Context: an optimization exercise on an open-source flow, tuned for small area. The choices shown serve that exercise and are no tape-out recipe. Function was checked by simulation only, so behaviour that the tests miss may differ from the original. No activity file was given, so power comes from the tool's default toggle rates. The flow treats the clock pin as an ideal source, which a real chip does not have.

### config.mk
export PLATFORM = sky130hd
export DESIGN_NAME = box_overlay_top
export DESIGN_NICKNAME = box_overlay_top
export VERILOG_FILES = /design/flow/design.v
export SDC_FILE = /design/flow/constraint.sdc
export NUM_CORES = 4
export LEC_CHECK = 0
export CAP_MARGIN = 20
export CORE_MARGIN = 2
export CORE_UTILIZATION = 75
export GPL_TIMING_DRIVEN = 0
export SLEW_MARGIN = 20
### constraint.sdc
create_clock -name core_clock -period 5.0 [get_ports {sys_clk}]
set_input_delay 1.0000 -clock core_clock [delete_from_list [all_inputs] [get_ports {sys_clk}]]
set_output_delay 1.0000 -clock core_clock [all_outputs]
set_load 0.01 [all_outputs]
### design.v
package box_overlay_pkg;
    typedef struct packed {
        logic [8-1:0] red;
        logic [8-1:0] green;
        logic [8-1:0] blue;
    } rgb_t;
    typedef struct packed {
        logic vsync;
        logic href;
        logic clken;
        rgb_t pixel;
    } video_beat_t;
    typedef struct packed {
        logic               valid;    
        logic [10-1:0] y_max;
        logic [10-1:0] x_max;
        logic [10-1:0] y_min;
        logic [10-1:0] x_min;   
    } box_rect_t;
    typedef struct packed {
        logic [10-1:0] x;
        logic [10-1:0] y;
    } pixel_pos_t;
endpackage
`timescale 1ns/1ps
module pixel_position
#(
    parameter int H_DISP = 640,
    parameter int V_DISP = 480
)
(
    input  logic                         sys_clk,
    input  logic                         sys_rst_n,
    input  box_overlay_pkg::video_beat_t beat,
    output box_overlay_pkg::pixel_pos_t  pos,
    output box_overlay_pkg::pixel_pos_t  pos_nxt,
    output logic                         x_adv,     
    output logic                         x_clr,     
    output logic                         y_adv,     
    output logic                         y_clr,     
    output logic                         armed
);
    localparam logic [10-1:0] X_LAST = 10'(H_DISP - 1);
    localparam logic [10-1:0] Y_END  = 10'(V_DISP);
    logic x_last;
    logic y_last;
    assign x_last = (pos.x == X_LAST);
    assign y_last = &pos.y;
    assign x_adv = beat.vsync && beat.clken && !x_last;
    assign x_clr = !beat.vsync || (beat.clken && x_last);
    assign y_adv = beat.vsync && beat.clken && x_last && !y_last;
    assign y_clr = !beat.vsync || (beat.clken && x_last && y_last);
    always_comb
    begin
        pos_nxt = pos;
        if (x_clr)
            pos_nxt.x = '0;
        else if (x_adv)
            pos_nxt.x = pos.x + 1'b1;
        if (!beat.vsync)
            pos_nxt.y = '0;
        else if (beat.clken && x_last)
            pos_nxt.y = pos.y + 1'b1;
    end
    always_ff @(posedge sys_clk or negedge sys_rst_n)
    begin
        if (!sys_rst_n)
            pos <= '0;
        else
            pos <= pos_nxt;
    end
    always_ff @(posedge sys_clk or negedge sys_rst_n)
    begin
        if (!sys_rst_n)
            armed <= 1'b0;
        else if (!beat.vsync && pos.y == Y_END && pos.x == '0)
            armed <= 1'b1;
    end
endmodule
`timescale 1ns/1ps
module box_table
(
    input  logic                        sys_clk,
    input  logic                        sys_rst_n,
    input  logic                        cfg_req,
    input  logic [4-1:0]      cfg_addr,
    input  box_overlay_pkg::box_rect_t  cfg_data,
    output logic                        cfg_ack,
    input  box_overlay_pkg::pixel_pos_t pos,
    input  box_overlay_pkg::pixel_pos_t pos_nxt,
    input  logic                        x_adv,
    input  logic                        x_clr,
    input  logic                        y_adv,
    input  logic                        y_clr,
    output logic                        hit
);
    logic                  wr_en;
    logic [3:0]            winit;
    logic [16-1:0] box_hit;
    assign wr_en = cfg_req && !cfg_ack;
    always_ff @(posedge sys_clk or negedge sys_rst_n)
    begin
        if (!sys_rst_n)
            cfg_ack <= 1'b0;
        else
            cfg_ack <= cfg_req;
    end
    function automatic logic gt(input logic [10-1:0] a, input logic [10-1:0] b);
        integer i;
        begin
            gt = 1'b0;
            for (i = 0; i < 10; i = i + 1)
                gt = (a[i] && !b[i]) || ((a[i] || !b[i]) && gt);
        end
    endfunction
    assign winit[0] = gt(pos_nxt.x, cfg_data.x_min) && !gt(pos_nxt.x, cfg_data.x_max);
    assign winit[1] = gt(pos_nxt.y, cfg_data.y_min) && !gt(pos_nxt.y, cfg_data.y_max);
    assign winit[2] = cfg_data.valid && gt(cfg_data.x_max, cfg_data.x_min);
    assign winit[3] = cfg_data.valid && gt(cfg_data.y_max, cfg_data.y_min);
    for (genvar i = 0; i < 16; i++)
    begin : g_slot
        box_edge_detect u_slot
        (
            .sys_clk   (sys_clk),
            .sys_rst_n (sys_rst_n),
            .we        (wr_en && cfg_addr == i),
            .wdata     (cfg_data),
            .winit     (winit),
            .pos       (pos),
            .x_adv     (x_adv),
            .x_clr     (x_clr),
            .y_adv     (y_adv),
            .y_clr     (y_clr),
            .hit       (box_hit[i])
        );
    end
    assign hit = |box_hit;
endmodule
`timescale 1ns/1ps
module box_edge_detect
(
    input  logic                        sys_clk,
    input  logic                        sys_rst_n,
    input  logic                        we,
    input  box_overlay_pkg::box_rect_t  wdata,
    input  logic [3:0]                  winit,     
    input  box_overlay_pkg::pixel_pos_t pos,
    input  logic                        x_adv,
    input  logic                        x_clr,
    input  logic                        y_adv,
    input  logic                        y_clr,
    output logic                        hit
);
    logic [10-1:0] x_min;
    logic [10-1:0] y_min;
    logic [10-1:0] x_max;
    logic [10-1:0] y_max;
    logic                hx;
    logic                hy;
    logic                fx;
    logic                fy;
    logic                ex_min;
    logic                ex_max;
    logic                ey_min;
    logic                ey_max;
    assign ex_min = (pos.x == x_min);
    assign ex_max = (pos.x == x_max);
    assign ey_min = (pos.y == y_min);
    assign ey_max = (pos.y == y_max);
    assign hit    = (hx && (ey_min || ey_max) && fx && !ex_max) ||
                    (hy && (ex_min || ex_max) && fy && !ey_max);
    always_ff @(posedge sys_clk or negedge sys_rst_n)
    begin
        if (!sys_rst_n)
        begin
            hx <= 1'b0;
            hy <= 1'b0;
        end
        else if (we)
        begin
            hx <= winit[2];
            hy <= winit[3];
        end
    end
    always_ff @(posedge sys_clk)
    begin
        if (we)
        begin
            x_min <= wdata.x_min;
            y_min <= wdata.y_min;
            x_max <= wdata.x_max;
            y_max <= wdata.y_max;
        end
    end
    always_ff @(posedge sys_clk)
    begin
        if (we)
        begin
            fx <= winit[0];
            fy <= winit[1];
        end
        else
        begin
            fx <= !x_clr && (x_adv ? ((fx && !ex_max) || ex_min) : fx);
            fy <= !y_clr && (y_adv ? ((fy && !ey_max) || ey_min) : fy);
        end
    end
endmodule
`timescale 1ns/1ps
module overlay_mixer
(
    input  logic                         sys_clk,
    input  logic                         sys_rst_n,
    input  box_overlay_pkg::video_beat_t beat,
    input  logic                         hit_c,
    input  logic                         armed,
    output box_overlay_pkg::video_beat_t post
);
    localparam logic [3*8-1:0] MARK = {8'(255), 8'(0),
                                            8'(0)};
    box_overlay_pkg::video_beat_t beat_d;
    logic                         hit;
    logic                         full;
    always_ff @(posedge sys_clk or negedge sys_rst_n)
    begin
        if (!sys_rst_n)
            full <= 1'b0;
        else
            full <= 1'b1;
    end
    always_ff @(posedge sys_clk)
    begin
        beat_d <= beat;
        hit    <= hit_c;
    end
    always_ff @(posedge sys_clk or negedge sys_rst_n)
    begin
        if (!sys_rst_n)
        begin
            post <= '0;
        end
        else
        begin
            post.vsync <= armed && beat_d.vsync;
            post.href  <= armed && beat_d.href;
            post.clken <= armed && beat_d.clken;
            if (armed && hit)
                post.pixel <= MARK;
            else if (full)
                post.pixel <= beat_d.pixel;
            else
                post.pixel <= '0;
        end
    end
endmodule
`timescale 1ns/1ps
module box_overlay_top
#(
    parameter int H_DISP = 640,
    parameter int V_DISP = 480
)
(
    input  logic                         sys_clk,
    input  logic                         sys_rst_n,
    input  logic [3*8+2:0]          per,         
    input  logic                         cfg_req,
    input  logic [4-1:0]       cfg_addr,
    input  logic [(4*10+1)-1:0]            cfg_data,    
    output logic                         cfg_ack,
    output logic [3*8+2:0]          post         
);
    box_overlay_pkg::pixel_pos_t  pos;
    box_overlay_pkg::pixel_pos_t  pos_nxt;
    logic                         x_adv;
    logic                         x_clr;
    logic                         y_adv;
    logic                         y_clr;
    logic                         armed;
    logic                         hit_c;
    pixel_position
    #(
        .H_DISP (H_DISP),
        .V_DISP (V_DISP)
    )
    u_pixel_position
    (
        .sys_clk   (sys_clk),
        .sys_rst_n (sys_rst_n),
        .beat      (per),
        .pos       (pos),
        .pos_nxt   (pos_nxt),
        .x_adv     (x_adv),
        .x_clr     (x_clr),
        .y_adv     (y_adv),
        .y_clr     (y_clr),
        .armed     (armed)
    );
    box_table u_box_table
    (
        .sys_clk   (sys_clk),
        .sys_rst_n (sys_rst_n),
        .cfg_req   (cfg_req),
        .cfg_addr  (cfg_addr),
        .cfg_data  (cfg_data),
        .cfg_ack   (cfg_ack),
        .pos       (pos),
        .pos_nxt   (pos_nxt),
        .x_adv     (x_adv),
        .x_clr     (x_clr),
        .y_adv     (y_adv),
        .y_clr     (y_clr),
        .hit       (hit_c)
    );
    overlay_mixer u_overlay_mixer
    (
        .sys_clk   (sys_clk),
        .sys_rst_n (sys_rst_n),
        .beat      (per),
        .hit_c     (hit_c),
        .armed     (armed),
        .post      (post)
    );
endmodule
### flow/run.sh
#!/bin/bash
# The standard layout (the standard.sh, standard synthesis unchanged) with two
# changes: the port buffers are the smallest buffer, and clock tree synthesis adds
# no dummy loads. Each port still gets its own buffer.
set -euo pipefail
export BUFFER_PORTS_ARGS="-buffer_cell sky130_fd_sc_hd__buf_1"
export CTS_ARGS="-sink_clustering_enable -repair_clock_nets -dont_use_dummy_load -buf_list sky130_fd_sc_hd__clkbuf_16 -sink_clustering_size 30 -sink_clustering_max_diameter 60"
bash standard.sh > standard.log 2>&1
### standard.sh
#!/bin/bash
# synth_recipe.tcl (not shown) runs the flow's synth.tcl, then flattens the netlist and writes it again
# the make line also repeats each setting of config.mk as NAME=value (left out here)
make -C /OpenROAD-flow-scripts/flow DESIGN_CONFIG=/design/flow/config.mk WORK_HOME=/design/flow/orfs CLKGATE_MAP_FILE= SYNTH_SCRIPT=/design/flow/synth_recipe.tcl "${@:-finish}"
==> flow_summary.yaml, run 1 <==
drt:
  ant_nets: 0
  vias: 20886
  wl_per_cell_microns: 28.0
  wirelength_microns: 86800
  drt_iter0_drc: 3078
  post-route-drc-count: 0
  drt-vias-per-instance: 6.74
  dr.pass1.iters: 8
floorplan:
  start_util_pct: 75.7
  fp-row-count: 77
  die_height_microns: 215
  ioPinCount: 103
  core_area_sq_um: 44100
  chipWidth_microns: 215
  die_area_sq_um: 46300
timing:
  hold_slack_ns: 0.435
  slew_headroom_pct: 16.6
  finalCriticalPeriod_ns: 4.52
  rsz0062_at_grt: "false"
  setup_violations: 0
  drv_slew: 0
  fmaxAchievable_ghz: 0.221
  worst_pin_slew_ns: 1.25
  hold_viol: 0
  final.setup_skew_ns: 0.0518
  fin_crit_sh_pct: 90.4
worst_setup_path:
  end_kind: "flop"
  worst-path-buf-inv: 5
  worstPathRequired_ns: 5.48
  cp_slowest_stage_delay_ns: 0.67
  slowest_stage: "buf_1"
  start_kind: "flop"
  crit_fanout: 10
  cp_top_family: "buffers and inverters"
  crit_type: "reg2reg"
  arrival_ns: 5.00
  crit_chain: "buf_2 > buf_1 > clkbuf_2 > inv_1 > ha_1 > nand2_1 > a31oi_1 > o21ai_0 > o22ai_1 > o22ai_1 > a21o_1 > a211oi_1 > o21bai_2 > buf_2 > a31oi_1"
  rrSetupSlack_ns: 0.48
global_route:
  grt_pass1_vias: 20890
  grt_max_degree: 31
  grt_first_pass_wirelength_microns: 128000
  grt_overflow: 0
  antenna_found_initial: 2
  track_usage_pct: 38.0
power_and_ir_drop:
  switching_share_pct: 21.1
  internal_power_mw: 8.78
  irDropWorstVdd_uv: 398
  p_switching_mw: 2.34
  p_per_area_nw_per_um2: 305
  p_total_mw: 11.1
  p_leak_nw: 12.2
  clkPwrFrac_pct: 30.4
  seqPwrFrac_pct: 64.9
  pwr-share-comb_pct: 4.8
yosys:
  syn-cell-area_sq_um: 33400
  synthArstFlopShare_pct: 10.5
  synth.ff_latch_count: 782
  avgSynthCellArea_sq_um: 14.3
  synth-edff-count: 640
  synthDistinctLibCells: 81
  syn_inst: 2334
  seq_area_frac_synth_pct: 67.2
  ys_warn_count: 4
  syn_nets: 2413
  ys.flop_type: "edfxtp_1"
job:
  maxCapViolCount: 0
final_layout:
  drive_gt1_share_pct: 8.89
  final_nets: 2589
  diodes: 0
  fin_cells: 3100
  fill_cells: 2330
  area_growth_pct: 8.92
  regArea_sq_um: 22500
  multiInputGateArea_sq_um: 10400
clock_tree:
  root_buffer: "clkbuf_16"
  cts_max_path_buffers: 3
  htree_levels: 2
  cts_buffers: 41
  path_clk_slew_ns: 0.09
  cts_tree: "done"
  clk_latency_ns: 0.61
  clock_sinks: 782
hold_path:
  holdCritPathClass: "reg2reg"
run_status:
  status: "finished clean"
placed_design:
  io_buffers: 100
  gp_congestion: 0.910
  dpl.hpwl_microns: 56400
  dp.cells: 3059
==> through the flow <==
stage | util [%] | worst slack [ns] | setup TNS [ns] | instance area [sq um]
final | 82.5 | 0.481 | 0 | 36400
after global routing | 82.5 | 0.192 | 0 | 36400
after CTS | 82.4 | 0.200 | 0 | 36400
after detailed placement | 80.1 | 0.154 | 0 | 35300
after global placement | 78.3 | -0.646 | -69.05 | 34600
after floorplan | - | 0.967 | 0 | 33400
==> sequential cells by signal, indices dropped and copies added, names as in the netlist, 16 cells and up <==
signal,cells
u_box_table.g_slot.u_slot.fy,16
u_pixel_position.pos,20
u_box_table.g_slot.u_slot.x_max,160
u_overlay_mixer.beat_d,27
u_overlay_mixer.post,27
u_box_table.g_slot.u_slot.y_max,160
u_box_table.g_slot.u_slot.fx,16
u_box_table.g_slot.u_slot.x_min,160
u_box_table.g_slot.u_slot.y_min,160
u_box_table.g_slot.u_slot.hx,16
u_box_table.g_slot.u_slot.hy,16
==> area by class of cell <==
type                       instances  area share, %
buffer                           113           1.37
clock buffer                      41           2.82
sequential                       782           61.7
inverter                          57          0.588
timing repair buffer             133           2.76
multi-input combinational       1382           28.7
tap                              592           2.03
==> layer usage <==
| layer | GRT usage [%] | up-vias | share of wire (%) | wire, microns |
|---|---|---|---|---|
| met2 | 60.6 | 1408 | 48 | 41300 |
| met4 | 13.8 | 0 | 3.5 | 3050 |
| met1 | 52.9 | 10415 | 37 | 31900 |
| li1 | - | 8848 | - | - |
| met5 | 0 | - | 0 | 0 |
| met3 | 7.81 | 215 | 12 | 10500 |
==> placed cells by master, fill, tap and decap left out, drive strengths merged, types with 66 or more instances in the layout <==
master	count
clkbuf	106
nor2	70
o21ai	66
dfrtp	82
nand4	127
nor4	90
xor2	226
xnor2	420
edfxtp	640
buf	181
nand2	72
==> synth_stat cells (3+ instances only) <==
cell	number	area share, %
a211oi_1	9	0.20
a21oi_1	49	0.73
a21oi_2	10	0.26
a221oi_1	22	0.58
a22oi_1	3	0.067
a31oi_1	21	0.39
and2_1	6	0.11
and3_1	18	0.34
and4_1	3	0.079
buf_1	19	0.21
buf_2	33	0.49
buf_4	3	0.067
buf_6	3	0.10
clkbuf_1	55	0.62
dfrtp_1	82	6.1
dfxtp_1	60	3.6
edfxtp_1	640	58
ha_1	4	0.15
inv_1	56	0.63
maj3_1	8	0.24
mux2_2	17	0.57
mux2i_1	3	0.090
nand2_1	72	0.81
nand2b_1	13	0.24
nand3_1	16	0.24
nand3b_1	4	0.090
nand4_1	127	2.4
nor2_1	70	0.79
nor2b_1	4	0.075
nor3_1	11	0.16
nor4_1	90	1.7
o2111ai_1	19	0.50
o211ai_1	5	0.11
o21a_1	3	0.067
o21ai_0	61	0.91
o21ai_1	3	0.045
o22ai_1	4	0.075
o31ai_1	3	0.067
o32ai_1	3	0.079
or2_2	3	0.056
or3_1	4	0.075
xnor2_1	420	11
xor2_1	226	5.9
==> logic make-up (layout without fill, tap and decap cells) <==
family | after synthesis | in the layout | synth area share [%]
other | 1 | 1 | 0.0112
AND/OR/NAND/NOR | 454 | 454 | 7.53
adder cells (fa/ha/maj) | 12 | 12 | 0.389
multiplexers | 20 | 20 | 0.663
buffers and inverters | 170 | 344 | 2.13
AO/OA/AOI/OAI | 249 | 249 | 5.11
flip-flops | 782 | 782 | 67.2
XOR/XNOR | 646 | 646 | 16.9
==> path summary, 6_finish.rpt <==
path / start / to / cells past startpoint
worst max-delay path: u_pixel_position.pos[10] / u_box_table.g_slot[14].u_slot.fx / 15
worst min-delay path: u_overlay_mixer.beat_d[22] / u_overlay_mixer.post[22] / 2
worst max register to register: u_pixel_position.pos[10] / u_box_table.g_slot[14].u_slot.fx / 15
worst min register to register: u_overlay_mixer.beat_d[22] / u_overlay_mixer.post[22] / 2
max in group asynchronous: sys_rst_n / u_box_table.g_slot[7].u_slot.hx / 3
min in group asynchronous: sys_rst_n / u_overlay_mixer.post[7] / 1
==> what timing repair did <==
| item | 4_1_cts | 5_1_grt |
|---|---|---|
| hold buffers | 0 | 0 |
| resized for setup | 0 | 2 |
| setup endpoints to repair | 0 | 10 |
| setup buffers | 0 | 0 |
==> power by group through the flow <==
| stage | Clock, mW | Combinational, mW | Sequential [mW] |
|---|---|---|---|
| floorplan | 0 | 0.228 | 7.35 |
| global placement | 0 | 0.471 | 7.36 |
| detailed placement | 0 | 0.515 | 7.35 |
| CTS | 3.36 | 0.518 | 7.21 |
| global route | 3.57 | 0.561 | 7.22 |
| finish | 3.38 | 0.531 | 7.21 |
==> tightest hold or removal path, cell delays in order, from the launching register on <==
cell and delay [ns]:
dfxtp_1 0.31, nand2_1 0.05, nand2_1 0.05
==> run 2: changes to the inputs <==
--- a/config.mk
+++ b/config.mk
@@ -9,4 +9,3 @@
 export CORE_MARGIN = 2
 export CORE_UTILIZATION = 75
-export GPL_TIMING_DRIVEN = 0
 export SLEW_MARGIN = 20
==> flow_summary.yaml, run 2 <==
run_status:
  status: "finished clean"
timing:
  fmaxAchievable_ghz: 0.253
  layout_setup_ws_ns: 1.05
  hold_slack_ns: 0.436
  setup_violations: 0
  slew_headroom_pct: 19.2
  finalCriticalPeriod_ns: 3.95
  worst_pin_slew_ns: 1.20
  fin_crit_sh_pct: 79.1
  rsz0062_at_grt: "false"
  final.setup_skew_ns: 0.0437
  tns_ns: 0
  drv_slew: 0
  hold_viol: 0
yosys:
  yosys-mux-area-fraction_pct: 0.663
  synthTopCellsByCount: "640 x edfxtp_1, 420 x xnor2_1, 226 x xor2_1, 127 x nand4_1, 90 x nor4_1"
  synthDistinctLibCells: 81
  syn_nets: 2413
  synth.ff_latch_count: 782
  yosysMostFrequentCell: "edfxtp_1"
  yosysTopAreaCellShare_pct: 57.5
  synthArstFlopShare_pct: 10.5
  synth_compound_area_share_pct: 5.11
  synth_xor_area_share_pct: 16.9
  synth_top_family_by_area: "XOR/XNOR gates"
  seq_area_frac_synth_pct: 67.2
  synth_fa_ha_area_share_pct: 0.389
  syn-cell-area_sq_um: 33400
  synth-edff-count: 640
  ys.flop_type: "edfxtp_1"
  ys_warn_count: 4
  avgSynthCellArea_sq_um: 14.3
  synthSimpleGateAreaFrac_pct: 7.53
  yosys-top-cells-area: "edfxtp_1 58%, xnor2_1 11%, dfrtp_1 6.1%"
  synth_top_cell_by_area: "edfxtp_1"
  syn_inst: 2334
placed_design:
  dp_slack_ns: 0.633
  gp_congestion: 0.936
  io_buffers: 102
  dpl.hpwl_microns: 54800
  dp.cells: 3034
worst_setup_path:
  crit_chain: "buf_4 > and4_1 > nand3_1 > o21a_1 > o21ai_0 > o32ai_1 > a2111oi_0 > o21ai_0 > nand3_4 > a21oi_1"
  arrival_ns: 4.37
  worstPathRequired_ns: 5.41
  slowest_stage: "buf_4"
  cp_slowest_stage_delay_ns: 0.62
  crit_fanout: 38
  crit_type: "reg2reg"
  worst-path-buf-inv: 1
  rrSetupSlack_ns: 1.05
  end_kind: "flop"
  crit_top_cell: "o21ai_0"
  cp_top_family: "compound AO/OA/AOI/OAI gates"
  start_kind: "flop"
drt:
  wl_per_cell_microns: 28.7
  drt-vias-per-instance: 6.73
  wl_met3_microns: 10500
  vias: 20715
  post-route-drc-count: 0
  dr.pass1.iters: 6
  wirelength_microns: 88400
  highest_layer: "met4"
  drt_iter0_drc: 3212
  met2_length_microns: 41300
  ant_nets: 0
  wl_met1_microns: 33100
global_route:
  grt_overflow: 0
  antenna_found_initial: 1
  grt_max_degree: 48
  grt_first_pass_wirelength_microns: 130000
  grt_pass1_vias: 20915
  track_usage_pct: 38.6
floorplan:
  start_util_pct: 75.7
  die_height_microns: 215
  die_area_sq_um: 46300
  core_area_sq_um: 44100
  chipWidth_microns: 215
  ioPinCount: 103
  fp-row-count: 77
power_and_ir_drop:
  irDropWorstVdd_uv: 392
  p_leak_nw: 12.1
  p_per_area_nw_per_um2: 305
final_layout:
  diodes: 0
  final_nets: 2565
  area_growth_pct: 8.28
  final_common_cell: "edfxtp_1"
  mostFrequentLayoutCells: "640 x edfxtp_1, 420 x xnor2_1, 226 x xor2_1, 127 x nand4_1, 117 x buf_4"
  drive_gt1_share_pct: 9.94
  fin_cells: 3076
clock_tree:
  cts_max_path_buffers: 3
  path_clk_slew_ns: 0.10
  cts_resized: 0
  root_buffer: "clkbuf_16"
  htree_levels: 2
  clock_sinks: 782
  cts_hold_buffers: 0
  cts_setup_buffers: 0
  cts_tree: "done"
  clk_latency_ns: 0.61
  cts_buffers: 40
hold_path:
  holdCritPathClass: "reg2reg"
job:
  maxCapViolCount: 0
-- run 2: per-stage QoR --
stage	power, mW	util (%)	area, sq um
detailed placement	7.89	79.6	35100
floorplan	7.58	-	33400
global route	11.3	82.0	36200
finish	11.1	82.0	36200
global placement	7.86	79.6	35100
CTS	11.0	81.9	36100
-- run 2: power breakdown --
group / leakage (nW) / internal (mW) / switching (mW)
Sequential: 7.30 / 7.16 / 0.0600
Combinational: 4.29 / 0.160 / 0.381
Clock: 0.493 / 1.43 / 1.87
Total: 12.1 / 8.75 / 2.31
-- run 2: cell type report --
type / instances / area (sq um)
Clock buffer: 40 / 1000
Fill cell: 2261 / 7940
Inverter: 57 / 214
Multi-Input combinational cell: 1382 / 10400
Sequential cell: 782 / 22500
Tap cell: 592 / 741
Timing Repair Buffer: 223 / 1330
-- run 2: routing by layer --
layer | vias to the layer above | track usage [%]
met5 | - | 0
met4 | 0 | 14.7
met3 | 238 | 6.92
met2 | 1420 | 60.2
met1 | 10250 | 55.4
li1 | 8807 | -
-- run 2: path summary, 6_finish.rpt --
path	startpoint	to	cells past startpoint
setup / recovery	u_pixel_position.pos[14]	u_box_table.g_slot[9].u_slot.fy	10
hold / removal	u_overlay_mixer.beat_d[19]	u_overlay_mixer.post[19]	2
setup reg to reg	u_pixel_position.pos[14]	u_box_table.g_slot[9].u_slot.fy	10
hold reg to reg	u_overlay_mixer.beat_d[19]	u_overlay_mixer.post[19]	2
max in group asynchronous	sys_rst_n	u_pixel_position.pos[18]	2
min in group asynchronous	sys_rst_n	u_overlay_mixer.post[7]	1
-- run 2: cells by family after synthesis --
group / Yosys count
flip-flops: 782
XOR/XNOR: 646
AND/OR/NAND/NOR: 454
AO/OA/AOI/OAI: 249
buffers and inverters: 170
multiplexers: 20
adder cells (fa/ha/maj): 12
other: 1
-- run 2: worst register-to-register path: stages, from the launching register on --
cell and delay, ns:
dfrtp_2 0.38, buf_4 0.62, and4_1 0.50, nand3_1 0.36, o21a_1 0.29, o21ai_0 0.53, o32ai_1 0.17, a2111oi_0 0.29
o21ai_0 0.22, nand3_4 0.30, a21oi_1 0.12
==> run 3: changes to the inputs <==
--- a/config.mk
+++ b/config.mk
@@ -6,6 +6,6 @@
 export NUM_CORES = 4
 export LEC_CHECK = 0
-export CAP_MARGIN = 20
+export CAP_MARGIN = 10
 export CORE_MARGIN = 2
 export CORE_UTILIZATION = 75
-export SLEW_MARGIN = 20
+export SLEW_MARGIN = 10
==> flow_summary.yaml, run 3 <==
hold_path:
  holdCritPathClass: "in2async"
yosys:
  yosysMostFrequentCell: "edfxtp_1"
  syn_nets: 2413
  avgSynthCellArea_sq_um: 14.3
  synth_top_cell_by_area: "edfxtp_1"
  yosys-top-cells-area: "edfxtp_1 58%, xnor2_1 11%, dfrtp_1 6.1%"
  yosysTopAreaCellShare_pct: 57.5
  synth.ff_latch_count: 782
  synth-edff-count: 640
  synthDistinctLibCells: 81
  ys.flop_type: "edfxtp_1"
  ys_warn_count: 4
  synthArstFlopShare_pct: 10.5
  synthTopCellsByCount: "640 x edfxtp_1, 420 x xnor2_1, 226 x xor2_1, 127 x nand4_1, 90 x nor4_1"
  syn-cell-area_sq_um: 33400
  seq_area_frac_synth_pct: 67.2
  syn_inst: 2334
final_layout:
  multiInputGateArea_sq_um: 10400
  fill_cells: 2247
  utilization_pct: 82.0
  regArea_sq_um: 22500
  final_nets: 2563
  mostFrequentLayoutCells: "640 x edfxtp_1, 420 x xnor2_1, 226 x xor2_1, 127 x nand4_1, 116 x buf_4"
  area_growth_pct: 8.20
  final_common_cell: "edfxtp_1"
  drive_gt1_share_pct: 9.79
drt:
  wirelength_microns: 89000
  drt_iter0_drc: 3099
  dr.pass1.iters: 5
  post-route-drc-count: 0
  ant_nets: 0
  wl_per_cell_microns: 28.9
  vias: 20803
  drt-vias-per-instance: 6.76
floorplan:
  fp-row-count: 77
  core_area_sq_um: 44100
  chipWidth_microns: 215
  start_util_pct: 75.7
  die_height_microns: 215
  die_area_sq_um: 46300
  ioPinCount: 103
worst_setup_path:
  arrival_ns: 4.38
  end_kind: "flop"
  r2r-end: "u_box_table.g_slot[9].u_slot.fy"
  crit_type: "reg2reg"
  start_kind: "flop"
  rrSetupSlack_ns: 1.02
  crit-reg2reg-launch: "u_pixel_position.pos[13]"
  worstPathRequired_ns: 5.40
  crit_fanout: 40
  reg2reg_depth: 10
job:
  maxCapViolCount: 0
placed_design:
  dpl.hpwl_microns: 54600
  io_buffers: 102
  dp_slack_ns: 0.649
  gp_congestion: 0.936
global_route:
  grt_overflow: 0
  grt_max_degree: 48
  grt_first_pass_wirelength_microns: 131000
  track_usage_pct: 38.8
  grt_pass1_vias: 20927
  antenna_found_initial: 1
run_status:
  status: "finished clean"
clock_tree:
  cts_setup_buffers: 0
  cts_tree: "done"
  cts_hold_buffers: 0
  path_clk_slew_ns: 0.10
  cts_buffers: 41
  root_buffer: "clkbuf_16"
  htree_levels: 2
  clk_latency_ns: 0.61
  cts_resized: 0
  cts_max_path_buffers: 3
  clock_sinks: 782
timing:
  fmaxAchievable_ghz: 0.251
  final.setup_skew_ns: 0.0552
  fin_crit_sh_pct: 79.7
  rsz0062_at_grt: "false"
  finalCriticalPeriod_ns: 3.98
  tns_ns: 0
  worst_pin_slew_ns: 1.29
  hold_viol: 0
  setup_violations: 0
  layout_setup_ws_ns: 1.02
  slew_headroom_pct: 13.4
  drv_slew: 0
power_and_ir_drop:
  p_per_area_nw_per_um2: 306
  p_leak_nw: 12.1
  irDropWorstVdd_uv: 367
run 3: changes by cell type in the layout (fill, tap and decap cells not counted):
cell and change:
buf_12 -2, buf_4 -1, buf_6 -1, buf_8 +1, clkbuf_16 +1, diode_2 +2
nor4_1 +2, nor4_2 -2
run 3: layout make-up:
type                    instances  area share [%]
well taps                     592            2.05
diodes                          2          0.0138
flip-flops and latches        782            62.2
inverters                      57           0.592
repair buffers                220            3.56
clock buffers                  41            2.84
multi-input cells            1382            28.7
run 3: logic make-up (layout without fill, tap and decap cells):
logic type | after synthesis | after routing | synth area share (%)
other | 1 | 3 | 0.0112
buffers and inverters | 170 | 318 | 2.13
AOI/OAI and AO/OA | 249 | 249 | 5.11
xor gates and xnor gates | 646 | 646 | 16.9
and+or+nand+nor | 454 | 454 | 7.53
DFF | 782 | 782 | 67.2
muxes | 20 | 20 | 0.663
adders and majority gates | 12 | 12 | 0.389
run 3: worst max-delay path by stage:
| stage | from | end | slack (ns) | cells after the start |
|---|---|---|---|---|
| global route | u_pixel_position.pos[13] | u_box_table.g_slot[9].u_slot.fy | 0.71 | 10 |
| floorplan | cfg_addr[0] | u_box_table.g_slot[12].u_slot.hx | 0.97 | 4 |
| finish | u_pixel_position.pos[13] | u_box_table.g_slot[9].u_slot.fy | 1.02 | 10 |
| detailed placement | per[24] | u_box_table.g_slot[10].u_slot.fx | 0.65 | 10 |
| global placement | per[24] | u_box_table.g_slot[8].u_slot.fx | 0.77 | 10 |
| CTS | u_pixel_position.pos[13] | u_box_table.g_slot[9].u_slot.fy | 1.08 | 10 |
run 3: metrics by stage:
step / cells / hold WS [ns] / power, mW / instance area [sq um]
finish: 3076 / 0.459 / 11.1 / 36200
global route: 3075 / 0.465 / 11.3 / 36200
CTS: 3072 / 0.459 / 11.1 / 36100
detailed placement: 3031 / 0.429 / 7.88 / 35100
global placement: 3031 / 0.420 / 7.86 / 35100
floorplan: 2334 / 0.411 / 7.58 / 33400
run 3: report_power, final:
group,switching [mW],internal (mW)
clock network,1.86,1.47
logic,0.382,0.160
registers,0.0604,7.16
run 3: per-layer routing:
metal	track usage [%]	vias to the layer above	share of wire [%]
met5	0	-	0
met4	15.1	0	4.1
met3	6.81	261	12
met2	61.7	1434	47
met1	54.8	10320	37
li1	-	8788	-
run 3: worst max-delay path: stages (launching register included):
cell	delay (ns)
dfrtp_2	0.38
buf_4	0.59
and4_1	0.50
nand3_1	0.35
o21a_1	0.29
o21ai_0	0.52
o32ai_1	0.17
a2111oi_0	0.31
o21ai_0	0.23
nand3_4	0.31
a21oi_1	0.11
==> run 4: changes to the inputs <==
==> flow/run.sh (replaced) <==
#!/bin/bash
# The standard layout (the standard.sh, standard synthesis unchanged) with two
# changes: the port buffers are the smallest buffer, and clock tree synthesis adds
# no dummy loads. Each port still gets its own buffer.
set -euo pipefail
export BUFFER_PORTS_ARGS="-buffer_cell sky130_fd_sc_hd__buf_1"
export CTS_ARGS="-sink_clustering_enable -repair_clock_nets -dont_use_dummy_load -buf_list sky130_fd_sc_hd__clkbuf_8 -sink_clustering_size 15 -sink_clustering_max_diameter 40"
bash standard.sh > standard.log 2>&1
==> flow_summary.yaml, run 4 <==
run_status:
  status: "finished clean"
placed_design:
  gp_congestion: 0.936
  io_buffers: 102
  dp_slack_ns: 0.649
  dp.cells: 3031
  dpl.hpwl_microns: 54600
power_and_ir_drop:
  p_leak_nw: 12.2
  irDropWorstVdd_uv: 331
  pwr-share-comb_pct: 4.9
  internal_power_mw: 8.76
  switching_share_pct: 21.3
  seqPwrFrac_pct: 64.9
  p_per_area_nw_per_um2: 307
  p_switching_mw: 2.38
  clkPwrFrac_pct: 30.3
yosys:
  syn_nets: 2413
  syn_inst: 2334
  synth_top_cell_by_area: "edfxtp_1"
  yosysMostFrequentCell: "edfxtp_1"
  seq_area_frac_synth_pct: 67.2
  synthArstFlopShare_pct: 10.5
  synth-edff-count: 640
  yosysTopAreaCellShare_pct: 57.5
  synth.ff_latch_count: 782
  syn-cell-area_sq_um: 33400
  avgSynthCellArea_sq_um: 14.3
  yosys-top-cells-area: "edfxtp_1 58%, xnor2_1 11%, dfrtp_1 6.1%"
  ys_warn_count: 4
  ys.flop_type: "edfxtp_1"
  synthTopCellsByCount: "640 x edfxtp_1, 420 x xnor2_1, 226 x xor2_1, 127 x nand4_1, 90 x nor4_1"
  synthDistinctLibCells: 81
timing:
  tns_ns: 0
  worst_pin_slew_ns: 1.36
  hold_viol: 0
  fmaxAchievable_ghz: 0.258
  drv_slew: 0
  fin_crit_sh_pct: 77.6
  finalCriticalPeriod_ns: 3.88
  setup_violations: 0
  final.setup_skew_ns: 0.0663
  rsz0062_at_grt: "false"
  hold_slack_ns: 0.393
  slew_headroom_pct: 8.47
  layout_setup_ws_ns: 1.12
clock_tree:
  cts_tree: "done"
  clk_latency_ns: 0.69
  clock_sinks: 782
  cts_hold_buffers: 0
  htree_levels: 3
  path_clk_slew_ns: 0.09
  cts_resized: 0
  cts_setup_buffers: 0
  root_buffer: "clkbuf_8"
  cts_buffers: 81
  cts_max_path_buffers: 3
final_layout:
  drive_gt1_share_pct: 11.2
  final_common_cell: "edfxtp_1"
  area_growth_pct: 8.45
  fin_cells: 3114
  regArea_sq_um: 22500
  final_nets: 2603
  diodes: 0
  multiInputGateArea_sq_um: 10400
  fill_cells: 2268
  mostFrequentLayoutCells: "640 x edfxtp_1, 420 x xnor2_1, 226 x xor2_1, 127 x nand4_1, 116 x buf_4"
global_route:
  grt_overflow: 0
  track_usage_pct: 39.1
  grt_pass1_vias: 21242
  grt_max_degree: 48
  antenna_found_initial: 2
  grt_first_pass_wirelength_microns: 131000
drt:
  ant_nets: 0
  dr.pass1.iters: 7
  wl_per_cell_microns: 28.5
  wirelength_microns: 88700
  post-route-drc-count: 0
  vias: 20915
  drt_iter0_drc: 2989
  drt-vias-per-instance: 6.72
worst_setup_path:
  arrival_ns: 4.38
  crit_type: "reg2reg"
  end_kind: "flop"
  crit_fanout: 40
  worstPathRequired_ns: 5.50
  start_kind: "flop"
floorplan:
  core_area_sq_um: 44100
  chipWidth_microns: 215
  start_util_pct: 75.7
  ioPinCount: 103
  die_area_sq_um: 46300
  die_height_microns: 215
  fp-row-count: 77
hold_path:
  holdCritPathClass: "in2async"
job:
  maxCapViolCount: 0
-- run 4: cell counts after synthesis --
No cell type changed its count.
-- run 4: area by class of cell --
type | instances | share of cell area, %
multi-input cells | 1382 | 28.7
well taps | 592 | 2.04
inverters | 57 | 0.590
clock buffers | 81 | 3.08
repair buffers | 220 | 3.55
flip-flops and latches | 782 | 62.1
-- run 4: worst paths after layout --
check | slack [ns] | endpoint | startpoint | cells past startpoint
max reg2reg | 1.12 | u_box_table.g_slot[9].u_slot.fy | u_pixel_position.pos[13] | 10
min in group core_clock | 0.42 | u_overlay_mixer.beat_d[25] | per[25] | 1
max | 1.12 | u_box_table.g_slot[9].u_slot.fy | u_pixel_position.pos[13] | 10
max in group asynchronous | 3.50 | u_pixel_position.pos[3] | sys_rst_n | 2
min reg2reg | 0.42 | u_overlay_mixer.post[17] | u_overlay_mixer.beat_d[17] | 2
min | 0.39 | u_overlay_mixer.post[17] | sys_rst_n | 1
-- run 4: logic make-up (layout without fill, tap and decap cells) --
logic type / Yosys count / in the layout / share of synthesized area, %
xor+xnor: 646 / 646 / 16.9
compound gates: 249 / 249 / 5.11
mux: 20 / 20 / 0.663
fa+ha+maj: 12 / 12 / 0.389
other cells: 1 / 1 / 0.0112
flops: 782 / 782 / 67.2
simple gates: 454 / 454 / 7.53
buf+inv: 170 / 358 / 2.13
-- run 4: power groups by stage --
stage	Combinational, mW	Sequential [mW]	Clock [mW]
after global routing	0.573	7.23	3.63
after CTS	0.529	7.22	3.39
after detailed placement	0.526	7.36	0
after global placement	0.505	7.35	0
after floorplan	0.228	7.35	0
final	0.542	7.22	3.37
-- run 4: critical path, stage by stage (launching register included) --
cell	delay, ns
dfrtp_2	0.36
buf_4	0.59
and4_1	0.51
nand3_1	0.36
o21a_1	0.29
o21ai_0	0.50
o32ai_1	0.16
a2111oi_0	0.31
o21ai_0	0.23
nand3_4	0.31
a21oi_1	0.11
-- run 4: metrics by stage --
step	instance area, sq um	power [mW]	util, %
after floorplan	33400	7.58	-
after global placement	35100	7.86	79.6
after detailed placement	35100	7.88	79.6
after CTS	36200	11.1	82.1
after global routing	36200	11.4	82.1
final	36200	11.1	82.1
-- run 4: metal layers --
metal	up-vias	wire length (microns)	track usage (%)
li1	8864	-	-
met1	10274	32700	54.7
met2	1513	41500	61.9
met3	262	10700	7.25
met4	2	3750	16.2
met5	-	11	0
==> run 5: changes to the inputs <==
==> flow/run.sh (replaced) <==
#!/bin/bash
# The standard layout (the standard.sh, standard synthesis unchanged) with two
# changes: the port buffers are the smallest buffer, and clock tree synthesis adds
# no dummy loads. Each port still gets its own buffer.
set -euo pipefail
export BUFFER_PORTS_ARGS="-buffer_cell sky130_fd_sc_hd__buf_1"
export CTS_ARGS="-sink_clustering_enable -repair_clock_nets -dont_use_dummy_load -buf_list sky130_fd_sc_hd__clkbuf_16 -sink_clustering_size 30 -sink_clustering_max_diameter 100"
bash standard.sh > standard.log 2>&1
==> flow_summary.yaml, run 5 <==
clock_tree:
  path_clk_slew_ns: 0.12
  cts_tree: "done"
  root_buffer: "clkbuf_16"
  cts_resized: 0
  clock_sinks: 782
  cts_buffers: 30
  cts_hold_buffers: 0
  clk_latency_ns: 0.64
  cts_setup_buffers: 0
  htree_levels: 1
  cts_max_path_buffers: 3
yosys:
  yosys-top-cells-area: "edfxtp_1 58%, xnor2_1 11%, dfrtp_1 6.1%"
  synth_top_cell_by_area: "edfxtp_1"
  yosysTopAreaCellShare_pct: 57.5
  synthSimpleGateAreaFrac_pct: 7.53
  ys_warn_count: 4
  ys.flop_type: "edfxtp_1"
  synth_fa_ha_area_share_pct: 0.389
  seq_area_frac_synth_pct: 67.2
  syn_nets: 2413
  synth-edff-count: 640
  avgSynthCellArea_sq_um: 14.3
  synthDistinctLibCells: 81
  yosysMostFrequentCell: "edfxtp_1"
  synthTopCellsByCount: "640 x edfxtp_1, 420 x xnor2_1, 226 x xor2_1, 127 x nand4_1, 90 x nor4_1"
  synth.ff_latch_count: 782
  synthArstFlopShare_pct: 10.5
  synth_xor_area_share_pct: 16.9
  synth_top_family_by_area: "XOR/XNOR gates"
  yosys-mux-area-fraction_pct: 0.663
  synth_compound_area_share_pct: 5.11
  syn-cell-area_sq_um: 33400
  syn_inst: 2334
worst_setup_path:
  crit_chain: "buf_4 > and4_1 > nand3_1 > o21a_1 > o21ai_0 > o32ai_1 > a2111oi_0 > o21ai_0 > nand3_4 > a21oi_1"
  arrival_ns: 4.37
  crit_top_cell: "o21ai_0"
  start_kind: "flop"
  rrSetupSlack_ns: 1.12
  worstPathRequired_ns: 5.49
  cp_top_family: "compound AO/OA/AOI/OAI gates"
  end_kind: "flop"
  crit_type: "reg2reg"
  worst-path-buf-inv: 1
  cp_slowest_stage_delay_ns: 0.60
  slowest_stage: "buf_4"
  crit_fanout: 40
global_route:
  grt_overflow: 0
  antenna_found_initial: 1
  grt_pass1_vias: 20855
  grt_max_degree: 48
  track_usage_pct: 38.2
  grt_first_pass_wirelength_microns: 129000
timing:
  rsz0062_at_grt: "false"
  final.setup_skew_ns: 0.0697
  finalCriticalPeriod_ns: 3.88
  tns_ns: 0
  slew_headroom_pct: 16.3
  drv_slew: 0
  fin_crit_sh_pct: 77.6
  layout_setup_ws_ns: 1.12
  hold_viol: 0
  setup_violations: 0
  worst_pin_slew_ns: 1.24
  fmaxAchievable_ghz: 0.258
final_layout:
  final_nets: 2552
  mostFrequentLayoutCells: "640 x edfxtp_1, 420 x xnor2_1, 226 x xor2_1, 127 x nand4_1, 116 x buf_4"
  utilization_pct: 81.3
  drive_gt1_share_pct: 9.39
  final_common_cell: "edfxtp_1"
  multiInputGateArea_sq_um: 10400
  area_growth_pct: 7.37
  fill_cells: 2315
  regArea_sq_um: 22500
floorplan:
  ioPinCount: 103
  die_height_microns: 215
  die_area_sq_um: 46300
  fp-row-count: 77
  chipWidth_microns: 215
  start_util_pct: 75.7
  core_area_sq_um: 44100
placed_design:
  gp_congestion: 0.936
  dpl.hpwl_microns: 54600
  dp_slack_ns: 0.649
  io_buffers: 102
drt:
  ant_nets: 0
  wirelength_microns: 87500
  drt-vias-per-instance: 6.74
  drt_iter0_drc: 2984
  vias: 20641
  dr.pass1.iters: 6
  post-route-drc-count: 0
  wl_per_cell_microns: 28.6
job:
  maxCapViolCount: 0
power_and_ir_drop:
  irDropWorstVdd_uv: 339
  p_per_area_nw_per_um2: 296
  p_leak_nw: 11.9
hold_path:
  holdCritPathClass: "reg2reg"
run_status:
  status: "finished clean"
## run 5: changes by cell type in the layout (fill, tap and decap cells not counted), sizes merged
cell and delta:
clkbuf -51, diode +1
## run 5: worst reg2reg max path, cell delays in order (launching register included)
cell       delay [ns]
dfrtp_2          0.38
buf_4            0.60
and4_1           0.51
nand3_1          0.36
o21a_1           0.29
o21ai_0          0.50
o32ai_1          0.16
a2111oi_0        0.30
o21ai_0          0.23
nand3_4          0.31
a21oi_1          0.13
## run 5: kinds of logic (layout without fill, tap and decap cells)
group,Yosys count,in the layout
DFF,782,782
xor gates and xnor gates,646,646
and+or+nand+nor,454,454
AOI/OAI and AO/OA,249,249
buffers and inverters,170,307
muxes,20,20
adders and majority gates,12,12
other,1,2
## run 5: final cells by class
type | count | share of cell area [%]
multi-input combinational | 1382 | 29.0
sequential | 782 | 62.7
antenna | 1 | 0.00697
tap | 592 | 2.06
timing repair buffer | 220 | 3.59
clock buffer | 30 | 2.09
inverter | 57 | 0.596
## run 5: path summary, 6_finish.rpt
check	from	to	depth (start not counted)
max in group asynchronous	sys_rst_n	u_pixel_position.pos[4]	2
max	u_pixel_position.pos[13]	u_box_table.g_slot[7].u_slot.fy	10
min in group asynchronous	sys_rst_n	u_overlay_mixer.post[21]	1
max reg2reg	u_pixel_position.pos[13]	u_box_table.g_slot[7].u_slot.fy	10
min	u_overlay_mixer.beat_d[19]	u_overlay_mixer.post[19]	2
min reg2reg	u_overlay_mixer.beat_d[19]	u_overlay_mixer.post[19]	2
## run 5: layer usage
metal  GRT usage (%)  vias to the layer above  routed length [microns]
li1                -                     8771                        -
met1            54.3                    10274                    32600
met2            60.7                     1354                    41100
met3            6.41                      242                    10400
met4            14.5                        0                     3380
met5               0                        -                        0
## run 5: power breakdown
| part | leakage [nW] | total, mW | switching (mW) | internal (mW) |
|---|---|---|---|---|
| registers | 7.30 | 7.21 | 0.0592 | 7.16 |
| clock network | 0.370 | 2.86 | 1.78 | 1.08 |
| logic | 4.27 | 0.540 | 0.380 | 0.160 |
| total | 11.9 | 10.6 | 2.22 | 8.39 |
## run 5: per-stage QoR
stage | hold WS, ns | power, mW | cell area (sq um) | instances
global placement | 0.420 | 7.86 | 35100 | 3031
floorplan | 0.411 | 7.58 | 33400 | 2334
detailed placement | 0.429 | 7.88 | 35100 | 3031
global route | 0.435 | 10.9 | 35900 | 3063
CTS | 0.402 | 10.6 | 35900 | 3061
finish | 0.409 | 10.6 | 35900 | 3064
==> run 6: changes to the inputs <==
==> flow/run.sh (replaced) <==
#!/bin/bash
# The standard layout (the standard.sh, standard synthesis unchanged) with two
# changes: the port buffers are the smallest buffer, and clock tree synthesis adds
# no dummy loads. Each port still gets its own buffer.
set -euo pipefail
export BUFFER_PORTS_ARGS="-buffer_cell sky130_fd_sc_hd__buf_1"
export CTS_ARGS="-sink_clustering_enable -repair_clock_nets -dont_use_dummy_load -buf_list sky130_fd_sc_hd__clkbuf_8 -sink_clustering_size 18 -sink_clustering_max_diameter 50"
bash standard.sh > standard.log 2>&1
--- a/config.mk
+++ b/config.mk
@@ -6,6 +6,7 @@
 export NUM_CORES = 4
 export LEC_CHECK = 0
-export CAP_MARGIN = 10
+export CAP_MARGIN = 20
 export CORE_MARGIN = 2
 export CORE_UTILIZATION = 75
-export SLEW_MARGIN = 10
+export GPL_TIMING_DRIVEN = 0
+export SLEW_MARGIN = 20
==> flow_summary.yaml, run 6 <==
clock_tree:
  clk_latency_ns: 0.73
  cts_tree: "done"
  htree_levels: 2
  path_clk_slew_ns: 0.10
  clock_sinks: 782
  cts_setup_buffers: 0
  cts_hold_buffers: 0
  cts_buffers: 55
  cts_max_path_buffers: 3
  root_buffer: "clkbuf_8"
  cts_resized: 0
yosys:
  seq_area_frac_synth_pct: 67.2
  syn-cell-area_sq_um: 33400
  synth.ff_latch_count: 782
  synth_top_cell_by_area: "edfxtp_1"
  ys.flop_type: "edfxtp_1"
  avgSynthCellArea_sq_um: 14.3
  yosys-top-cells-area: "edfxtp_1 58%, xnor2_1 11%, dfrtp_1 6.1%"
  yosysMostFrequentCell: "edfxtp_1"
  synthArstFlopShare_pct: 10.5
  syn_inst: 2334
  ys_warn_count: 4
  synth-edff-count: 640
  synthTopCellsByCount: "640 x edfxtp_1, 420 x xnor2_1, 226 x xor2_1, 127 x nand4_1, 90 x nor4_1"
  yosysTopAreaCellShare_pct: 57.5
  syn_nets: 2413
  synthDistinctLibCells: 81
final_layout:
  utilization_pct: 81.8
  mostFrequentLayoutCells: "640 x edfxtp_1, 420 x xnor2_1, 226 x xor2_1, 127 x nand4_1, 84 x buf_1"
  drive_gt1_share_pct: 9.20
  multiInputGateArea_sq_um: 10400
  final_nets: 2603
  final_common_cell: "edfxtp_1"
  area_growth_pct: 8.05
  fill_cells: 2376
  regArea_sq_um: 22500
  fin_cells: 3114
  diodes: 0
timing:
  drv_slew: 0
  finalCriticalPeriod_ns: 4.52
  layout_setup_ws_ns: 0.478
  worst_pin_slew_ns: 1.33
  final.setup_skew_ns: 0.0836
  fmaxAchievable_ghz: 0.221
  slew_headroom_pct: 10.4
  rsz0062_at_grt: "false"
  fin_crit_sh_pct: 90.4
  hold_viol: 0
  setup_violations: 0
drt:
  drt_iter0_drc: 3202
  post-route-drc-count: 0
  wirelength_microns: 86000
  drt-vias-per-instance: 6.69
  wl_per_cell_microns: 27.6
  ant_nets: 0
  wl_met3_microns: 10200
  wl_met1_microns: 31600
  dr.pass1.iters: 6
  vias: 20836
  met2_length_microns: 40900
  highest_layer: "met4"
power_and_ir_drop:
  switching_share_pct: 21.6
  p_switching_mw: 2.29
  irDropWorstVdd_uv: 327
  p_leak_nw: 12.0
  p_total_mw: 10.6
  seqPwrFrac_pct: 68.2
  clkPwrFrac_pct: 26.8
  pwr-share-comb_pct: 5.0
  internal_power_mw: 8.29
  p_per_area_nw_per_um2: 293
run_status:
  status: "finished clean"
placed_design:
  gp_congestion: 0.910
  dpl.hpwl_microns: 56400
  dp.cells: 3059
  io_buffers: 100
  dp_slack_ns: 0.154
global_route:
  antenna_found_initial: 2
  grt_overflow: 0
  grt_pass1_vias: 20833
  track_usage_pct: 37.6
  grt_max_degree: 31
  grt_first_pass_wirelength_microns: 127000
floorplan:
  die_height_microns: 215
  chipWidth_microns: 215
  fp-row-count: 77
  ioPinCount: 103
  start_util_pct: 75.7
  die_area_sq_um: 46300
  core_area_sq_um: 44100
worst_setup_path:
  worstPathRequired_ns: 5.60
  start_kind: "flop"
  arrival_ns: 5.12
  end_kind: "flop"
  crit_type: "reg2reg"
  crit_fanout: 10
job:
  maxCapViolCount: 0
hold_path:
  holdCritPathClass: "in2async"
-- run 6: cell counts after synthesis --
No cell type changed its count.
-- run 6: area by class of cell --
class	count	share of cell area, %
Multi-Input combinational cell	1382	28.9
Buffer	113	1.39
Tap cell	592	2.05
Sequential cell	782	62.2
Clock buffer	55	2.10
Timing Repair Buffer	133	2.78
Inverter	57	0.592
-- run 6: path summary, 6_finish.rpt --
check                      cells after the start                                to                       start  slack (ns)
min                                            1               u_box_table.cfg_ack                   sys_rst_n        0.34
max                                           15  u_box_table.g_slot[15].u_slot.fx    u_pixel_position.pos[10]        0.48
max in group asynchronous                      3   u_box_table.g_slot[8].u_slot.hx                   sys_rst_n        3.74
min in group core_clock                        1         u_overlay_mixer.beat_d[0]                      per[0]        0.39
min reg2reg                                    2          u_overlay_mixer.post[22]  u_overlay_mixer.beat_d[22]        0.44
max reg2reg                                   15  u_box_table.g_slot[15].u_slot.fx    u_pixel_position.pos[10]        0.48
-- run 6: per-stage QoR --
| step | setup TNS [ns] | hold slack [ns] | instance area, sq um |
|---|---|---|---|
| 2_1_floorplan | 0 | 0.411 | 33400 |
| 3_3_place_gp | -69.05 | 0.419 | 34600 |
| 3_5_place_dp | 0 | 0.428 | 35300 |
| 4_1_cts | 0 | 0.335 | 36100 |
| 5_1_grt | 0 | 0.379 | 36100 |
| 6_report | 0 | 0.340 | 36100 |
-- run 6: metal layers --
metal / vias up / track usage [%]
met3: 241 / 6.20
li1: 8861 / -
met4: 0 / 14.9
met1: 10331 / 52.7
met5: - / 0
met2: 1403 / 60.3
-- run 6: kinds of logic (layout without fill, tap and decap cells) --
logic type,count (synthesis),in the layout,share of synthesized area (%)
flip-flops,782,782,67.2
XOR/XNOR,646,646,16.9
adder cells (fa/ha/maj),12,12,0.389
AND/OR/NAND/NOR,454,454,7.53
AO/OA/AOI/OAI,249,249,5.11
other,1,1,0.0112
buffers and inverters,170,358,2.13
multiplexers,20,20,0.663
-- run 6: worst max-delay path: stages, from the launching register on --
cell	delay [ns]
dfrtp_1	0.34
buf_2	0.29
buf_1	0.67
clkbuf_2	0.54
inv_1	0.11
ha_1	0.30
nand2_1	0.07
a31oi_1	0.05
o21ai_0	0.60
o2111ai_1	0.24
a21oi_1	0.18
o211ai_1	0.16
nand2_1	0.11
nand4_1	0.31
buf_2	0.33
a31oi_1	0.18
-- run 6: power groups by stage --
stage / Sequential (mW) / Combinational [mW] / Clock (mW)
final: 7.21 / 0.528 / 2.84
after global routing: 7.22 / 0.558 / 3.06
after CTS: 7.21 / 0.517 / 2.85
after detailed placement: 7.35 / 0.515 / 0
after global placement: 7.36 / 0.471 / 0
after floorplan: 7.35 / 0.228 / 0
==> run 7: changes to the inputs <==
==> run.sh (new file) <==
#!/bin/bash
# synth_recipe.tcl (not shown) runs the flow's synth.tcl, then flattens the netlist and writes it again
# the make line also repeats each setting of config.mk as NAME=value (left out here)
make -C /OpenROAD-flow-scripts/flow DESIGN_CONFIG=/design/flow/config.mk WORK_HOME=/design/flow/orfs CLKGATE_MAP_FILE= SYNTH_SCRIPT=/design/flow/synth_recipe.tcl finish
--- a/config.mk
+++ b/config.mk
@@ -9,4 +9,6 @@
 export CORE_MARGIN = 2
 export CORE_UTILIZATION = 75
-export GPL_TIMING_DRIVEN = 0
+export CTS_BUF_LIST = sky130_fd_sc_hd__clkbuf_16
+export CTS_CLUSTER_DIAMETER = 60
+export CTS_CLUSTER_SIZE = 30
 export SLEW_MARGIN = 20
removed: flow/run.sh
removed: standard.sh
==> flow_summary.yaml, run 7 <==
run_status:
  status: "finished clean"
global_route:
  track_usage_pct: 39.1
  grt_first_pass_wirelength_microns: 132000
  grt_max_degree: 43
  grt_overflow: 0
  grt_pass1_vias: 21390
  antenna_found_initial: 2
hold_path:
  holdCritPathClass: "in2async"
clock_tree:
  cts_buffers: 41
  cts_hold_buffers: 0
  clock_sinks: 782
  root_buffer: "clkbuf_16"
  path_clk_slew_ns: 0.11
  cts_resized: 0
  htree_levels: 2
  cts_max_path_buffers: 3
  cts_setup_buffers: 0
  clk_latency_ns: 0.62
  cts_tree: "done"
final_layout:
  diodes: 0
  final_common_cell: "edfxtp_1"
  area_growth_pct: 11.5
  mostFrequentLayoutCells: "640 x edfxtp_1, 420 x xnor2_1, 226 x xor2_1, 127 x nand4_1, 111 x buf_4"
  final_nets: 2560
  drive_gt1_share_pct: 10.8
yosys:
  syn_inst: 2334
  yosysTopAreaCellShare_pct: 57.5
  synth_top_cell_by_area: "edfxtp_1"
  syn-cell-area_sq_um: 33400
  yosys-top-cells-area: "edfxtp_1 58%, xnor2_1 11%, dfrtp_1 6.1%"
  synthDistinctLibCells: 81
  synth-edff-count: 640
  synthArstFlopShare_pct: 10.5
  avgSynthCellArea_sq_um: 14.3
  syn_nets: 2413
  seq_area_frac_synth_pct: 67.2
  ys_warn_count: 4
  synth.ff_latch_count: 782
  yosysMostFrequentCell: "edfxtp_1"
  synthTopCellsByCount: "640 x edfxtp_1, 420 x xnor2_1, 226 x xor2_1, 127 x nand4_1, 90 x nor4_1"
  ys.flop_type: "edfxtp_1"
drt:
  dr.pass1.iters: 6
  drt-vias-per-instance: 6.76
  wirelength_microns: 89300
  wl_per_cell_microns: 28.7
  post-route-drc-count: 0
  vias: 20996
  ant_nets: 0
  drt_iter0_drc: 2837
floorplan:
  die_area_sq_um: 46300
  ioPinCount: 103
  chipWidth_microns: 215
  fp-row-count: 77
  core_area_sq_um: 44100
  die_height_microns: 215
  start_util_pct: 75.7
timing:
  hold_viol: 0
  drv_slew: 0
  fin_crit_sh_pct: 78.1
  slew_headroom_pct: 16.8
  worst_pin_slew_ns: 1.24
  fmaxAchievable_ghz: 0.256
  rsz0062_at_grt: "false"
  final.setup_skew_ns: 0.0287
  finalCriticalPeriod_ns: 3.91
  setup_violations: 0
  tns_ns: 0
  hold_slack_ns: 0.385
job:
  maxCapViolCount: 0
power_and_ir_drop:
  seqPwrFrac_pct: 60.8
  p_total_mw: 11.9
  p_leak_nw: 12.6
  irDropWorstVdd_uv: 380
  p_switching_mw: 2.73
  pwr-share-comb_pct: 5.0
  p_per_area_nw_per_um2: 319
  internal_power_mw: 9.14
  clkPwrFrac_pct: 34.2
  switching_share_pct: 23.0
worst_setup_path:
  crit_fanout: 16
  crit_type: "in2reg"
  reg2reg_depth: 10
  start_kind: "input pin"
  r2r-end: "u_box_table.g_slot[5].u_slot.fx"
  rrSetupSlack_ns: 1.27
  crit-reg2reg-launch: "u_pixel_position.pos[10]"
  worstPathRequired_ns: 5.53
  arrival_ns: 4.44
  end_kind: "flop"
placed_design:
  io_buffers: 102
  dpl.hpwl_microns: 55200
  gp_congestion: 0.935
run 7: worst max-delay path by stage:
stage | cells past startpoint | slack (ns) | to | startpoint
after detailed placement | 11 | 0.59 | u_box_table.g_slot[5].u_slot.fx | per[24]
final | 11 | 1.09 | u_box_table.g_slot[5].u_slot.fx | per[24]
after floorplan | 4 | 0.97 | u_box_table.g_slot[12].u_slot.hx | cfg_addr[0]
after global placement | 11 | 0.73 | u_box_table.g_slot[5].u_slot.fx | per[24]
after global routing | 11 | 0.90 | u_box_table.g_slot[12].u_slot.fx | per[24]
after CTS | 11 | 1.23 | u_box_table.g_slot[5].u_slot.fx | per[24]
run 7: logic make-up after synthesis:
kind of cell	Yosys count	synth area share, %
flip-flops	782	67.2
XOR/XNOR	646	16.9
AND/OR/NAND/NOR	454	7.53
AO/OA/AOI/OAI	249	5.11
buffers and inverters	170	2.13
multiplexers	20	0.663
adder cells (fa/ha/maj)	12	0.389
other	1	0.0112
run 7: metal layers:
| metal | wire length (microns) | vias up | global-route usage, % |
|---|---|---|---|
| li1 | - | 8837 | - |
| met1 | 32100 | 10348 | 53.7 |
| met2 | 42600 | 1563 | 62.6 |
| met3 | 11100 | 246 | 7.83 |
| met4 | 3410 | 2 | 15.4 |
| met5 | 13 | - | 0 |
run 7: power groups by stage:
stage               clock, mW  combinational, mW  sequential (mW)
floorplan                   0              0.228             7.35
global placement            0              0.557             7.35
detailed placement          0              0.576             7.36
CTS                      4.07              0.581             7.21
global route             4.28              0.626             7.22
finish                   4.06              0.594             7.21
run 7: worst max-delay path: stages:
cell and delay (ns):
clkdlybuf4s50_1 0.45, buf_4 0.18, nand2_1 0.26, o311ai_0 0.83
or2_2 0.23, o2111ai_1 0.13, a21oi_1 0.18, o211ai_1 0.15
nand2_1 0.11, nand4_1 0.53, a31oi_1 0.38
run 7: area by class of cell:
| type | count | area, sq um |
|---|---|---|
| sequential | 782 | 22500 |
| multi-input combinational | 1382 | 10400 |
| fill | 2173 | 6860 |
| timing repair buffer | 217 | 1920 |
| clock buffer | 43 | 1080 |
| tap | 592 | 741 |
| clock inverter | 33 | 413 |
| inverter | 57 | 214 |
run 7: through the flow:
| stage | setup slack [ns] | utilization [%] | instance area (sq um) | instances |
|---|---|---|---|---|
| final | 1.09 | 84.5 | 37300 | 3106 |
| after global routing | 0.896 | 84.5 | 37300 | 3106 |
| after CTS | 1.23 | 84.4 | 37200 | 3105 |
| after detailed placement | 0.588 | 81.0 | 35800 | 3029 |
| after global placement | 0.730 | 81.0 | 35700 | 3028 |
| after floorplan | 0.967 | - | 33400 | 2334 |
==> run 8: changes to the inputs <==
--- a/design.v
+++ b/design.v
@@ -44,11 +44,9 @@
     localparam logic [10-1:0] Y_END  = 10'(V_DISP);
     logic x_last;
-    logic y_last;
     assign x_last = (pos.x == X_LAST);
-    assign y_last = &pos.y;
     assign x_adv = beat.vsync && beat.clken && !x_last;
     assign x_clr = !beat.vsync || (beat.clken && x_last);
-    assign y_adv = beat.vsync && beat.clken && x_last && !y_last;
-    assign y_clr = !beat.vsync || (beat.clken && x_last && y_last);
+    assign y_adv = beat.vsync && beat.clken && x_last;
+    assign y_clr = !beat.vsync;
     always_comb
     begin
==> flow/run.sh (new file) <==
#!/bin/bash
# The standard layout (the standard.sh, standard synthesis unchanged) with two
# changes: the port buffers are the smallest buffer, and clock tree synthesis adds
# no dummy loads. Each port still gets its own buffer.
set -euo pipefail
export BUFFER_PORTS_ARGS="-buffer_cell sky130_fd_sc_hd__buf_1"
export CTS_ARGS="-sink_clustering_enable -repair_clock_nets -dont_use_dummy_load -buf_list sky130_fd_sc_hd__clkbuf_16 -sink_clustering_size 32 -sink_clustering_max_diameter 70"
bash standard.sh > standard.log 2>&1
==> standard.sh (new file) <==
#!/bin/bash
# synth_recipe.tcl (not shown) runs the flow's synth.tcl, then flattens the netlist and writes it again
# the make line also repeats each setting of config.mk as NAME=value (left out here)
make -C /OpenROAD-flow-scripts/flow DESIGN_CONFIG=/design/flow/config.mk WORK_HOME=/design/flow/orfs CLKGATE_MAP_FILE= SYNTH_SCRIPT=/design/flow/synth_recipe.tcl "${@:-finish}"
==> config.mk (replaced) <==
export PLATFORM = sky130hd
export DESIGN_NAME = box_overlay_top
export DESIGN_NICKNAME = box_overlay_top
export VERILOG_FILES = /design/flow/design.v
export SDC_FILE = /design/flow/constraint.sdc
export NUM_CORES = 4
export LEC_CHECK = 0
export CAP_MARGIN = 10
export CORE_MARGIN = 2
export CORE_UTILIZATION = 75
export SLEW_MARGIN = 10
removed: run.sh
==> flow_summary.yaml, run 8 <==
placed_design:
  place_area_sq_um: 34900
  io_buffers: 102
  dpl.hpwl_microns: 55200
  gp_congestion: 0.970
drt:
  vias: 20484
  dr.pass1.iters: 6
  drt-vias-per-instance: 6.64
  post-route-drc-count: 0
  ant_nets: 0
  wl_per_cell_microns: 28.1
  wirelength_microns: 86700
  drt_iter0_drc: 2714
timing:
  fmaxAchievable_ghz: 0.248
  hold_slack_ns: 0.404
  worst_pin_slew_ns: 1.21
  slew_headroom_pct: 18.4
  rsz0062_at_grt: "false"
  setup_violations: 0
  fin_crit_sh_pct: 80.8
  final.setup_skew_ns: 0.0674
  hold_viol: 0
  drv_slew: 0
  tns_ns: 0
  finalCriticalPeriod_ns: 4.04
floorplan:
  core_area_sq_um: 44000
  ioPinCount: 103
  die_height_microns: 215
  chipWidth_microns: 215
  start_util_pct: 75.7
  die_area_sq_um: 46100
  fp-row-count: 77
clock_tree:
  cts_tree: "done"
  cts_setup_buffers: 0
  cts_max_path_buffers: 3
  clk_latency_ns: 0.59
  htree_levels: 2
  cts_buffers: 38
  clock_sinks: 782
  path_clk_slew_ns: 0.11
  cts_resized: 0
  root_buffer: "clkbuf_16"
  cts_hold_buffers: 0
power_and_ir_drop:
  pwr-share-comb_pct: 4.4
  clkPwrFrac_pct: 29.6
  p_leak_nw: 12.1
  p_switching_mw: 2.26
  seqPwrFrac_pct: 66.0
  p_per_area_nw_per_um2: 304
  irDropWorstVdd_uv: 357
  switching_share_pct: 20.7
  internal_power_mw: 8.64
final_layout:
  final_nets: 2574
  drive_gt1_share_pct: 7.50
  stdcell_area_sq_um: 35800
  utilization_pct: 81.3
  area_growth_pct: 7.51
  mostFrequentLayoutCells: "640 x edfxtp_1, 399 x xnor2_1, 248 x xor2_1, 155 x nand2_1, 121 x nand4_1"
  final_common_cell: "edfxtp_1"
global_route:
  grt_pass1_vias: 20442
  antenna_found_initial: 3
  grt_first_pass_wirelength_microns: 127000
  grt_max_degree: 44
  track_usage_pct: 38.0
  grt_overflow: 0
yosys:
  synthTopCellsByCount: "640 x edfxtp_1, 399 x xnor2_1, 248 x xor2_1, 155 x nand2_1, 121 x nand4_1"
  synth-edff-count: 640
  synthDistinctLibCells: 74
  yosys-top-cells-area: "edfxtp_1 58%, xnor2_1 10%, xor2_1 6.5%"
  seq_area_frac_synth_pct: 67.5
  yosysMostFrequentCell: "edfxtp_1"
  synth.ff_latch_count: 782
  ys_warn_count: 4
  synth_top_cell_by_area: "edfxtp_1"
  yosysTopAreaCellShare_pct: 57.7
  synthArstFlopShare_pct: 10.5
  syn-cell-area_sq_um: 33300
  syn_inst: 2357
  ys.flop_type: "edfxtp_1"
  avgSynthCellArea_sq_um: 14.1
  syn_nets: 2436
worst_setup_path:
  crit-reg2reg-launch: "u_pixel_position.pos[0]"
  cp-startpoint: "u_pixel_position.pos[0]"
  reg2reg_depth: 12
  worstPathRequired_ns: 5.40
  rrSetupSlack_ns: 0.96
  crit_fanout: 24
  crit_type: "reg2reg"
  start_kind: "flop"
  end_kind: "flop"
  arrival_ns: 4.44
  worstSetupEndpoint: "u_box_table.g_slot[4].u_slot.fy"
  r2r-end: "u_box_table.g_slot[4].u_slot.fy"
job:
  maxCapViolCount: 0
run_status:
  status: "finished clean"
hold_path:
  holdCritPathClass: "in2async"
run 8: cell count changes in the layout (fill, tap and decap cells not counted), sizes merged, moves of 22 or more:
cell,delta
clkdlybuf4s50,-101
o22ai,+24
nor2,-36
inv,-35
buf,+90
a21oi,-52
xor2,+22
nand2,+83
run 8: worst max-delay path: stages, from the launching register on:
cell and delay [ns]:
dfrtp_2 0.91, ha_1 0.34, nand3_1 0.09, nor4_1 0.28
mux2i_1 0.64, o22ai_1 0.17, a22oi_1 0.28, a21oi_1 0.12
a211oi_1 0.33, a2111oi_0 0.13, nor2_1 0.14, buf_4 0.28
o22ai_1 0.12
run 8: how the worst min path moves through the flow:
stage | start | endpoint | slack (ns) | depth (start not counted)
after floorplan | u_overlay_mixer.beat_d[17] | u_overlay_mixer.post[17] | 0.40 | 2
after global placement | u_overlay_mixer.beat_d[17] | u_overlay_mixer.post[17] | 0.41 | 2
after detailed placement | u_overlay_mixer.beat_d[17] | u_overlay_mixer.post[17] | 0.42 | 2
after CTS | sys_rst_n | u_overlay_mixer.post[2] | 0.40 | 1
after global routing | sys_rst_n | u_overlay_mixer.post[7] | 0.45 | 1
final | sys_rst_n | u_overlay_mixer.post[2] | 0.40 | 1
run 8: per-stage QoR:
step,std cells,total power [mW],setup slack [ns]
5_1_grt,3085,11.1,0.652
3_5_place_dp,3047,7.81,0.809
3_3_place_gp,3047,7.79,0.878
4_1_cts,3085,10.9,1.06
6_report,3087,10.9,0.961
2_1_floorplan,2357,7.52,0.887
run 8: layer usage:
layer  global-route usage, %  up-vias  wire length, microns
met5                       0        -                    11
met4                    18.3        2                  4560
met3                    7.12      264                  9200
met2                    62.4     1284                 41700
met1                    49.8    10140                 31200
li1                        -     8794                     -
run 8: cell type report:
type	instances	area (sq um)
fillers	2376	8210
clock buffers	38	951
diodes	2	5.00
well taps	592	741
repair buffers	208	1200
flip-flops and latches	782	22500
multi-input cells	1409	10200
inverters	56	210
run 8: logic make-up (layout without fill, tap and decap cells):
kind of cell / Yosys count / count (layout) / share of synthesized area (%)
AND/OR/NAND/NOR: 525 / 525 / 8.43
AO/OA/AOI/OAI: 214 / 214 / 4.45
flip-flops: 782 / 782 / 67.5
adder cells (fa/ha/maj): 17 / 17 / 0.541
other: 1 / 3 / 0.0113
buffers and inverters: 166 / 302 / 1.93
XOR/XNOR: 647 / 647 / 17.0
multiplexers: 5 / 5 / 0.169
run 8: power by group through the flow:
stage / clock, mW / combinational (mW) / sequential (mW)
after floorplan: 0 / 0.200 / 7.32
after global placement: 0 / 0.458 / 7.33
after detailed placement: 0 / 0.472 / 7.33
after CTS: 3.23 / 0.476 / 7.19
after global routing: 3.42 / 0.513 / 7.20
final: 3.22 / 0.484 / 7.19
